This is an optimization exercise on Yosys and OpenROAD, whose aim is small area, a short achievable clock period and few clock cycles per item, not a production implementation.
The RTL was checked by simulation tests, not by an equivalence proof against the original design.

## rgb_hue_shifter
module rgb_hue_shifter (
  input  logic        clk,
  input  logic        rst_n,
  input  logic        in_tvalid,
  output logic        in_tready,
  input  logic [23:0] in_tdata,    
  output logic        out_tvalid,
  input  logic        out_tready,
  output logic [55:0] out_tdata,   
  input  logic        cfg_psel,
  input  logic        cfg_penable,
  input  logic        cfg_pwrite,
  input  logic [2:0]  cfg_paddr,
  input  logic [31:0] cfg_pwdata,
  output logic [31:0] cfg_prdata,
  output logic        cfg_pready
);
Size in the first run: about 160 I/O pins, ~57000 um2 of cells after synthesis.
Settings: LEC_CHECK=0, ABC_AREA=1, CAP_MARGIN=20, CORE_MARGIN=2, CORE_UTILIZATION=40, CTS_CLUSTER_DIAMETER=100, CTS_CLUSTER_SIZE=30, SLEW_MARGIN=20; clock period 10.0 ns.
standard.sh (not shown) runs the stock make flow with config.mk's settings and CLKGATE_MAP_FILE= SYNTH_SCRIPT=/design/flow/synth_recipe.tcl, a recipe that flattens the netlist after the stock synthesis.
==> flow/flow/run.sh <==
#!/bin/bash
set -euo pipefail
bash standard.sh SETUP_SLACK_MARGIN=6.5 TNS_END_PERCENT=100 finish > standard.log 2>&1
Testbench counts at the start, summed over its fixed seeds: cycles 32,888, items 32,768.
==> next run, changes <==
--- a/flow/design.v
+++ b/flow/design.v
@@ -174,16 +174,17 @@
   logic [16:0] dv_hq [NST+1];
   logic [7:0]  dv_sr [NST+1];
   logic [6:0]  dv_sl [NST+1];
   logic [8:0]  dv_sq [NST+1];
   logic [7:0]  dv_s  [NST+1];
   logic [11:0] dv_pa [NST+1];
   logic [11:0] dv_pb [NST+1];
   logic [15:0] dv_pp [NST+1];
+  logic [7:0]  dv_mq [NST+1];
   always_ff @(posedge clk) begin
     if (irst)      dv_v[0] <= 1'b0;
     else if (en) dv_v[0] <= s1_v;
   end
   always_ff @(posedge clk) begin
     if (en) begin
       dv_vv[0] <= s1_vv;
       dv_hd[0] <= hd_2n;
@@ -225,35 +226,43 @@
           dv_sl[k] <= {dv_sl[k-1][4:0], 2'b00};
           dv_sq[k] <= {dv_sq[k-1][6:0], sa[8], sb[8]};
         end
       end
     end else if (k == 5) begin : g_s
       always_ff @(posedge clk) begin
         if (en) dv_s[k] <= dv_sq[k-1][8:1] + {7'd0, dv_sq[k-1][0]};
       end
-    end else if (k == 6) begin : g_s2
-      always_ff @(posedge clk) begin
-        if (en) dv_s[k] <= dv_s[k-1];
-      end
-    end else if (k == 7) begin : g_pab
+    end else if (k == 6) begin : g_pab
       always_ff @(posedge clk) begin
         if (en) begin
           dv_s[k]  <= dv_s[k-1];
           dv_pa[k] <= dv_vv[k-1] * dv_s[k-1][3:0];
           dv_pb[k] <= dv_vv[k-1] * dv_s[k-1][7:4];
         end
       end
-    end else begin : g_p
+    end else if (k == 7) begin : g_p
       always_ff @(posedge clk) begin
         if (en) begin
           dv_s[k]  <= dv_s[k-1];
           dv_pp[k] <= {4'd0, dv_pa[k-1]} + {dv_pb[k-1], 4'd0};
         end
       end
+    end else begin : g_mq
+      logic [16:0] t;
+      logic [24:0] u;
+      assign t = {1'b0, dv_pp[k-1]} + 17'd128;
+      assign u = {t, 8'd0} + {8'd0, t};
+      always_ff @(posedge clk) begin
+        if (en) begin
+          dv_s[k]  <= dv_s[k-1];
+          dv_pp[k] <= dv_pp[k-1];
+          dv_mq[k] <= u[23:16];
+        end
+      end
     end
   end
   logic [15:0] hq, h_b1n;
   logic        q0;
   logic [18:0] x_b1n;
   logic [3:0]  t4, t4m6;
   logic [2:0]  sec_b1n;
   logic [14:0] g_b1n;
@@ -263,42 +272,37 @@
   assign x_b1n  = {2'b00, hq, 1'b0} + {3'b000, hq} + {1'b0, off3_r} + {17'd0, q0, q0};
   assign t4     = x_b1n[18:15];
   assign t4m6   = t4 - 4'd6;
   assign sec_b1n = (t4 >= 4'd6) ? t4m6[2:0] : t4[2:0];
   assign g_b1n  = sec_b1n[0] ? x_b1n[14:0] : ~x_b1n[14:0];
   logic [2:0]  dg0_b1n;
   assign dg0_b1n = {1'b0, g_b1n[1:0]} + {2'b00, !sec_b1n[0]};
   logic        b1_v;
-  logic [15:0] b1_h, b1_p, b1_pn;
+  logic [15:0] b1_h, b1_p;
   logic [17:0] b1_p3;
   logic [14:0] b1_g;
   logic [2:0]  b1_dg0;
   logic [2:0]  b1_sec;
-  logic [7:0]  b1_vv, b1_s, b1_mq;
-  logic [16:0] pt_b1n;
-  logic [24:0] pu_b1n;
-  assign pt_b1n = {1'b0, dv_pp[NST]} + 17'd128;
-  assign pu_b1n = {pt_b1n, 8'd0} + {8'd0, pt_b1n};
+  logic [7:0]  b1_vv, b1_s, b1_mv;
   always_ff @(posedge clk) begin
     if (irst)      b1_v <= 1'b0;
     else if (en) b1_v <= dv_v[NST];
   end
   always_ff @(posedge clk) begin
     if (en) begin
       b1_h   <= h_b1n;
       b1_p   <= dv_pp[NST];
-      b1_pn  <= ~dv_pp[NST];
       b1_p3  <= {2'b00, dv_pp[NST]} + {1'b0, dv_pp[NST], 1'b0};
       b1_g   <= g_b1n;
       b1_dg0 <= dg0_b1n;
       b1_sec <= sec_b1n;
       b1_vv  <= dv_vv[NST];
       b1_s   <= dv_s[NST];
-      b1_mq  <= pu_b1n[23:16];
+      b1_mv  <= dv_vv[NST] - dv_mq[NST];
     end
   end
   localparam logic [30:0] RC = 31'd16383 + 31'd4161536;
   function automatic [17:0] r4row(input [1:0] dg, input [15:0] p, input [17:0] p3);
     begin
       case (dg)
         2'd0:    r4row = 18'd0;
         2'd1:    r4row = {2'b00, p};
@@ -319,17 +323,17 @@
   logic [30:0] pr [9];
   logic [61:0] c1a, c1b, c1c, c2a, c2b, c3a;
   assign rw0 = (b1_dg0 == 3'd4) ? {b1_p, 2'b00} : r4row(b1_dg0[1:0], b1_p, b1_p3);
   assign pr[0] = {13'd0, rw0};
   logic [15:0] g16;
   assign g16 = {1'b0, b1_g};
   for (genvar i = 1; i < 8; i++) begin : g_rows
     logic [17:0] rw;
-    assign rw    = r4row(g16[2*i+1:2*i], (i < 4) ? b1_p : ~b1_pn, b1_p3);
+    assign rw    = r4row(g16[2*i+1:2*i], b1_p, b1_p3);
     assign pr[i] = {13'd0, rw} << (2 * i);
   end
   assign pr[8] = RC;
   assign c1a = csa(pr[0], pr[1], pr[2]);
   assign c1b = csa(pr[3], pr[4], pr[5]);
   assign c1c = csa(pr[6], pr[7], pr[8]);
   assign c2a = csa(c1a[30:0], c1a[61:31], c1b[30:0]);
   assign c2b = csa(c1b[61:31], c1c[30:0], c1c[61:31]);
@@ -347,17 +351,17 @@
     if (en) begin
       b2_ws  <= c3a[30:0];
       b2_wc  <= c3a[61:31];
       b2_wd  <= c2b[61:31];
       b2_h   <= b1_h;
       b2_sec <= b1_sec;
       b2_vv  <= b1_vv;
       b2_s   <= b1_s;
-      b2_mv  <= b1_vv - b1_mq;
+      b2_mv  <= b1_mv;
     end
   end
   logic [30:0] w_b3n;
   assign w_b3n = b2_ws + b2_wc + b2_wd;
   logic        b3_v;
   logic [15:0] b3_y;
   logic [15:0] b3_h;
   logic [2:0]  b3_sec;
What happened: The new run finished with timing, DRC and antenna clean; core utilization goes up by 0.39 points; global-route usage stays flat; via count rose by 0.91%; worst hold slack gets better by 0.0054 ns.
Testbench counts after the change, summed over its fixed seeds: cycles 32,888, items 32,768.

[re-timing with driven ports]
In the flow no input, the clock included, has a driving cell. The finished layouts below were timed again as built, in two steps. Step 1 assumes that a clkbuf_16 drives the clock port and a buf_2 every other input. Step 2 adds t to the input delays and takes it off the output delays; t is the mean of the earliest and latest rising clock arrival at the registers after step 1. Input paths then give back, and output paths get back, about the clock's delay inside the block. a / b / c = ideal / step 1 / step 2; a / b = the first two.
run	t (ns)	setup slack, ns	worst setup path after step 2
the first run	0.740	6.551 / 6.490 / 5.860	input to register
the second run	0.730	6.570 / 6.560 / 5.936	input to register
After both steps setup and hold are still met in every run listed. The setup slack of the first run, which loses most, moves by -0.061 ns with the drivers and by -0.691 ns with both steps.
